Source: an optimization exercise on an open RTL-to-GDS flow (aim: small area and a short achievable clock period). Production flows keep margins and buffers that such runs may drop.
In this exercise RTL edits were held to simulation tests only and were not proved equivalent to the original.
No activity file was given, so power comes from the tool's default toggle rates.

==> flow/design.v (excerpt) <==
module csd_mult_bank (
    input  wire logic        clk,
    input  wire logic        rst_n,
    input  wire logic [15:0] x,
    input  wire logic        x_valid,
    output logic      [31:0] y0,
    output logic      [31:0] y1,
    output logic      [31:0] y2,
    output logic      [31:0] y3,
    output logic             y_valid
);
Size in the first run: about 1,100 cells after synthesis, about 10,000 um2 of cells after synthesis.
export LEC_CHECK = 0
export CAP_MARGIN = 20
export CORE_MARGIN = 2
export CORE_UTILIZATION = 40
export CTS_BUF_LIST = sky130_fd_sc_hd__clkbuf_8
export SETUP_SLACK_MARGIN = 2.6
export SLEW_MARGIN = 20
export TNS_END_PERCENT = 0
create_clock -name core_clock -period 5.0 [get_ports {clk}]
standard.sh (not shown) runs the stock make flow with config.mk's settings and CLKGATE_MAP_FILE= SYNTH_SCRIPT=/design/flow/synth_recipe.tcl, a recipe that flattens the netlist after the stock synthesis.
==> flow/flow/run.sh <==
#!/bin/bash
# The standard layout, with a small buffer (buf_2) on each port instead of the default
# port buffer cell. Each tool's output goes to its own log in this folder; ORFS keeps its
# per-step logs under orfs/logs.
set -euo pipefail
bash standard.sh 'BUFFER_PORTS_ARGS=-buffer_cell sky130_fd_sc_hd__buf_2' finish > make_finish.log 2>&1
The starting point passed the timing, design-rule and antenna checks.
==> next run, changes <==
--- a/flow/flow/run.sh
+++ b/flow/flow/run.sh
@@ -5,2 +5,2 @@
 set -euo pipefail
-bash standard.sh 'BUFFER_PORTS_ARGS=-buffer_cell sky130_fd_sc_hd__buf_2' finish > make_finish.log 2>&1
+bash standard.sh 'BUFFER_PORTS_ARGS=-buffer_cell sky130_fd_sc_hd__buf_2' 'SETUP_MOVE_SEQUENCE=unbuffer,sizeup,swap,buffer' finish > make_finish.log 2>&1
SETUP_SLACK_MARGIN = 2.4   (was 2.6)
Outcome: The new run ran to the end with no violations. Global-route usage decreases by 0.37 points. Via count went down by 1.0%. Non-clock buffer count decreases by 9. Clock-buffer cell count is lower by 2. Die area is unchanged. Wire length shrinks by 2.0%. Cell count shrinks by 0.51%.

---

== build 54 ==
csd_mult_bank again, from the RTL that the note above started with.
## csd_mult_bank
module csd_mult_bank (
    input  wire logic        clk,
    input  wire logic        rst_n,
    input  wire logic [15:0] x,
    input  wire logic        x_valid,
    output logic      [31:0] y0,
    output logic      [31:0] y1,
    output logic      [31:0] y2,
    output logic      [31:0] y3,
    output logic             y_valid
);
clock: 5.0 ns
lec_check: 0
cap_margin: 20
core_margin: 2
core_utilization: 40
cts_buf_list: sky130_fd_sc_hd__clkbuf_8
setup_slack_margin: 2.0
slew_margin: 20
tns_end_percent: 0
==> flow/flow/run.sh <==
#!/bin/bash
# The standard layout, with a small buffer (buf_2) on each port instead of the default
# port buffer cell. Each tool's output goes to its own log in this folder; ORFS keeps its
# per-step logs under orfs/logs.
set -euo pipefail
bash standard.sh 'BUFFER_PORTS_ARGS=-buffer_cell sky130_fd_sc_hd__buf_2' finish > make_finish.log 2>&1
Build 54: flow completed, timing, DRC and antenna clean
Relative to build 54, the following input files were edited for build 15:
Settings: a change of SETUP_SLACK_MARGIN from 2.0 to 2.4; an added CTS_CLUSTER_SIZE of 30; an added CTS_CLUSTER_DIAMETER of 100.
==> run summary <==
Register share of the cell area, build 54 and build 15, higher one = build 54. Per the comparison of build 15 with build 54, met3 track demand over resource in global routing lower, cell count up 18. Compared build 15 vs build 54, and total chip power is up in build 15. Compared with build 54, in build 15 combinational share of power rose by 2.5 points, highest achievable clock rate went up.
#### Input delta (build 38 over build 15)
Settings: CTS_CLUSTER_DIAMETER: 100 -> unset; CTS_CLUSTER_SIZE: 30 -> unset; TNS_END_PERCENT: 0 -> unset; SETUP_SLACK_MARGIN: 2.4 -> 1.8.
Notes after the runs:
- The final layouts of build 38 and build 15 pass the timing, design-rule and antenna checks.
- Build 38 vs. build 15: global-route usage went down by 0.39 points.
- Critical path depth in build 38 is 3 below build 15.
- Via count (higher): build 15
- From build 15 to build 38 the numbers moved as follows: minimum hold slack now sits higher; area of all placed cells without fillers now sits lower; routed wire length now sits lower.
- Relative to build 15, the routed via count divided by cell count of build 38 is lower by about 0.9%.
- Total leakage power, build 38 and build 15: smaller value in build 38
- Taking build 15 as the reference point, the combinational share of power of build 38 falls by 2.6 points.
- In build 38, the smallest setup slack after layout came out 380 ps below the value in build 15.
What build 49 does differently from build 38 at the input level:
Settings: SETUP_SLACK_MARGIN changed from 1.8 to 2.5.
## What came out
Taking build 38 as the reference, in build 49 worst endpoint required time roughly the same, share of cells above drive strength 1 grew by 22 points, total half-perimeter wirelength after legalization and detailed placement increased 0.40%.
Every stage of the flow completed for build 49, and the final layout passed the timing, design-rule and antenna checks.
Net switching power of the design: build 49 > build 38
What build 89 does differently from build 49 at the input level:
Settings: changing SETUP_SLACK_MARGIN from 2.5 to 2.4; setting TNS_END_PERCENT to 0 for the first time; changing CORE_UTILIZATION from 40 to 55.
==> comparison <==
- Going from build 49 to build 89, the fraction of met1 tracks used by global routing was found to have gone up by 7.9 points.
- Summary of build 89 over build 49: combinational power share -4.0 points, total wire length after detailed routing -2900 µm, power density over the cells -about 0.5%.
- Number of clock sinks: build 89 vs build 49 identical
- [compare] base=build 49 new=build 89: peak supply drop shrank by 19%, overall power consumption decreased about 10%, layout-stage area growth over the synthesis result lost 13 points, setup slack after layout saw little to no change, sequential share of layout area went up 2.3 points.

---

try-sierra:
Starting RTL as in the previous note.
==> flow/config.mk <==
export PLATFORM = sky130hd
export DESIGN_NAME = csd_mult_bank
export DESIGN_NICKNAME = csd_mult_bank
export VERILOG_FILES = /design/flow/design.v
export SDC_FILE = /design/flow/constraint.sdc
export NUM_CORES = 4
export LEC_CHECK = 0
export CAP_MARGIN = 20
export CORE_MARGIN = 2
export CORE_UTILIZATION = 40
export SETUP_SLACK_MARGIN = 1.8
export SLEW_MARGIN = 20
==> flow/constraint.sdc <==
create_clock -name core_clock -period 5.0 [get_ports {clk}]
set_input_delay 1.0000 -clock core_clock [delete_from_list [all_inputs] [get_ports {clk}]]
set_output_delay 1.0000 -clock core_clock [all_outputs]
set_load 0.01 [all_outputs]
Scripts as last shown in full above: flow/flow/run.sh
Modified inputs, try-nickel compared to try-sierra
- TNS_END_PERCENT now 0, previously not set
- SETUP_SLACK_MARGIN now 2.4, was 1.8
- CTS_BUF_LIST now sky130_fd_sc_hd__clkbuf_8, previously not set
- | synthesis-to-finish area growth | higher: try-nickel |
- [compare] base=try-sierra new=try-nickel: final area picked up an extra 430 sq um, pre-CTS setup slack picked up an extra 0.14 ns, wire length of the first global-routing pass picked up an extra 1.7%, total via count in the routed design picked up an extra about 2.1%.
- The final layout from try-nickel, which completed every stage, passed the timing, design-rule and antenna checks at the end of the flow.
- Synthesized netlist cell count essentially unchanged between try-nickel and try-sierra.
- try-nickel against try-sierra: overall global routing resource usage increased by 0.37 points relative to the old numbers; worst setup slack after layout increased by 0.37 ns relative to the old numbers.
- Delta (try-nickel minus try-sierra): number of signal-net inverters in the final layout was more or less identical; post-detailed-placement cell area went up by 0.33%.
- Any difference in relative contribution of sequential cells to total power between try-sierra and try-nickel is small enough to ignore.
Input-level comparison between try-umber and try-nickel:
- CTS_CLUSTER_SIZE now 40, previously not set
--- outcome ---
Re post-synthesis adder-cell area fraction: no difference whatsoever between try-nickel and try-umber. try-nickel -> try-umber: multi-input combinational cell area delta 0, exact match. On total power of the final layout, try-nickel and try-umber are neck and neck. try-nickel -> try-umber: number of multi-input combinational cells in the layout delta 0, exact match. Worst hold margin came out exactly the same in try-nickel and try-umber.
Inputs modified between try-umber and try-quartz:
- removing CTS_CLUSTER_SIZE (formerly 40)
==> flow/flow/run.sh <==
#!/bin/bash
# The standard layout, with a small buffer (buf_2) on each port instead of the default
# port buffer cell, and power recovery (downsizing of cells off the critical paths) after
# global routing. Each tool's output goes to its own log in this folder; ORFS keeps its
# per-step logs under orfs/logs.
set -euo pipefail
bash standard.sh 'BUFFER_PORTS_ARGS=-buffer_cell sky130_fd_sc_hd__buf_2' 'RECOVER_POWER=100' finish > make_finish.log 2>&1
Findings:
In summary, try-quartz completed successfully, with a layout that passed the timing, design-rule and antenna checks.
Reported for try-umber and try-quartz, synthesized cell area turned out identical to the last digit.
try-quartz -> try-umber: mean instance size in the synthesized netlist delta 0, exact match
On worst setup slack, the higher figure sits with try-umber, not try-quartz.
Of the two candidates, try-umber has the worse summed area of non-filler cells in the final layout and try-quartz the better one.
Compared with try-umber, try-quartz is more frugal on power.
The remaining number of nets flagged by the antenna check after routing was comparable across try-umber and try-quartz.
## Diff of input files: try-amber against try-quartz
==> flow/flow/run.sh <==
#!/bin/bash
# The standard layout, with a small buffer (buf_1) on each port instead of the default
# port buffer cell. Each tool's output goes to its own log in this folder; ORFS keeps its
# per-step logs under orfs/logs.
set -euo pipefail
bash standard.sh 'BUFFER_PORTS_ARGS=-buffer_cell sky130_fd_sc_hd__buf_1' finish > make_finish.log 2>&1
==> comparison <==
try-amber closes out successfully: all stages finished, all timing, DRC and antenna checks passed.
Relative to try-quartz, count of non-filler cells in the finished layout increased by 8 in try-amber.
Against try-quartz, try-amber reports a power share of the clock group that is lower.
Going from try-quartz to try-amber, static power due to leakage went up 0.096 nW; register share of the cell area shrank by 0.84 points; met3 layer wire length in the routed design now sits lower; final critical-path share of the clock period now sits lower; total detailed-routing wirelength shows a reduction of about 0.6%.
Minimum clock period after layout: try-amber vs try-quartz down 0.56 ns
From try-amber to try-quartz, area of the core did not move at all.
Higher via count of the first global-routing pass was reported by try-amber, not try-quartz.
Looking at worst voltage drop across the vdd grid across both flows, try-amber is the weaker of the two, with try-quartz ahead.

separate check: timing with driven ports:
In the flow no input, the clock included, has a driving cell. The finished layouts below were timed again as built, in two steps.
Step 1 assumes that a clkbuf_16 drives the clock port and a buf_2 every other input.
Step 2 moves the port delays by t, midway between the first and last clock arrival at a register: inputs arrive t later, outputs are due t later. That takes back most of the time a late clock gives input paths.
a / b / c = no drivers / after step 1 / after step 2; a / b = the first two.
| run | t (ns) | setup slack, ns | hold WS [ns] | worst setup path after step 2 | pins driven straight from the clock port |
|---|---|---|---|---|---|
| the first run of note 1 | 0.502 | 2.319 / 2.319 / 1.953 | 0.418 / 0.418 / 0.418 | input to register | 1 |
| the second run of note 1 | 0.504 | 2.351 / 2.351 / 1.911 | 0.415 / 0.415 / 0.415 | input to register | 1 |
| build 54 | 0.500 | 2.095 / 2.095 / 1.721 | 0.424 / 0.424 / 0.424 | input to register | 1 |
| build 15 | 0.512 | 2.337 / 2.337 / 1.919 | 0.416 / 0.416 / 0.416 | input to register | 1 |
| build 38 | 0.497 | 1.952 / 1.952 / 1.715 | 0.429 / 0.429 / 0.429 | input to register | 1 |
| build 49 | 0.497 | 2.331 / 2.331 / 2.090 | 0.407 / 0.407 / 0.407 | input to register | 1 |
| build 89 | 0.492 | 2.331 / 2.331 / 1.958 | 0.421 / 0.421 / 0.421 | input to register | 1 |
| try-sierra | 0.469 | 1.963 / 1.963 / 1.718 | 0.434 / 0.434 / 0.434 | input to register | 1 |
| try-nickel | 0.512 | 2.337 / 2.337 / 1.919 | 0.416 / 0.416 / 0.416 | input to register | 1 |
| try-umber | 0.512 | 2.337 / 2.337 / 1.919 | 0.416 / 0.416 / 0.416 | input to register | 1 |
| try-quartz | 0.500 | 1.753 / 1.753 / 1.477 | 0.441 / 0.441 / 0.441 | input to register | 1 |
| try-amber | 0.504 | 2.317 / 2.317 / 1.902 | 0.421 / 0.421 / 0.421 | input to register | 1 |
After both steps every run listed still meets setup and hold. For the second run of note 1, which loses most, drivers alone change the setup slack by 0.000 ns; drivers and shift together by -0.440 ns.
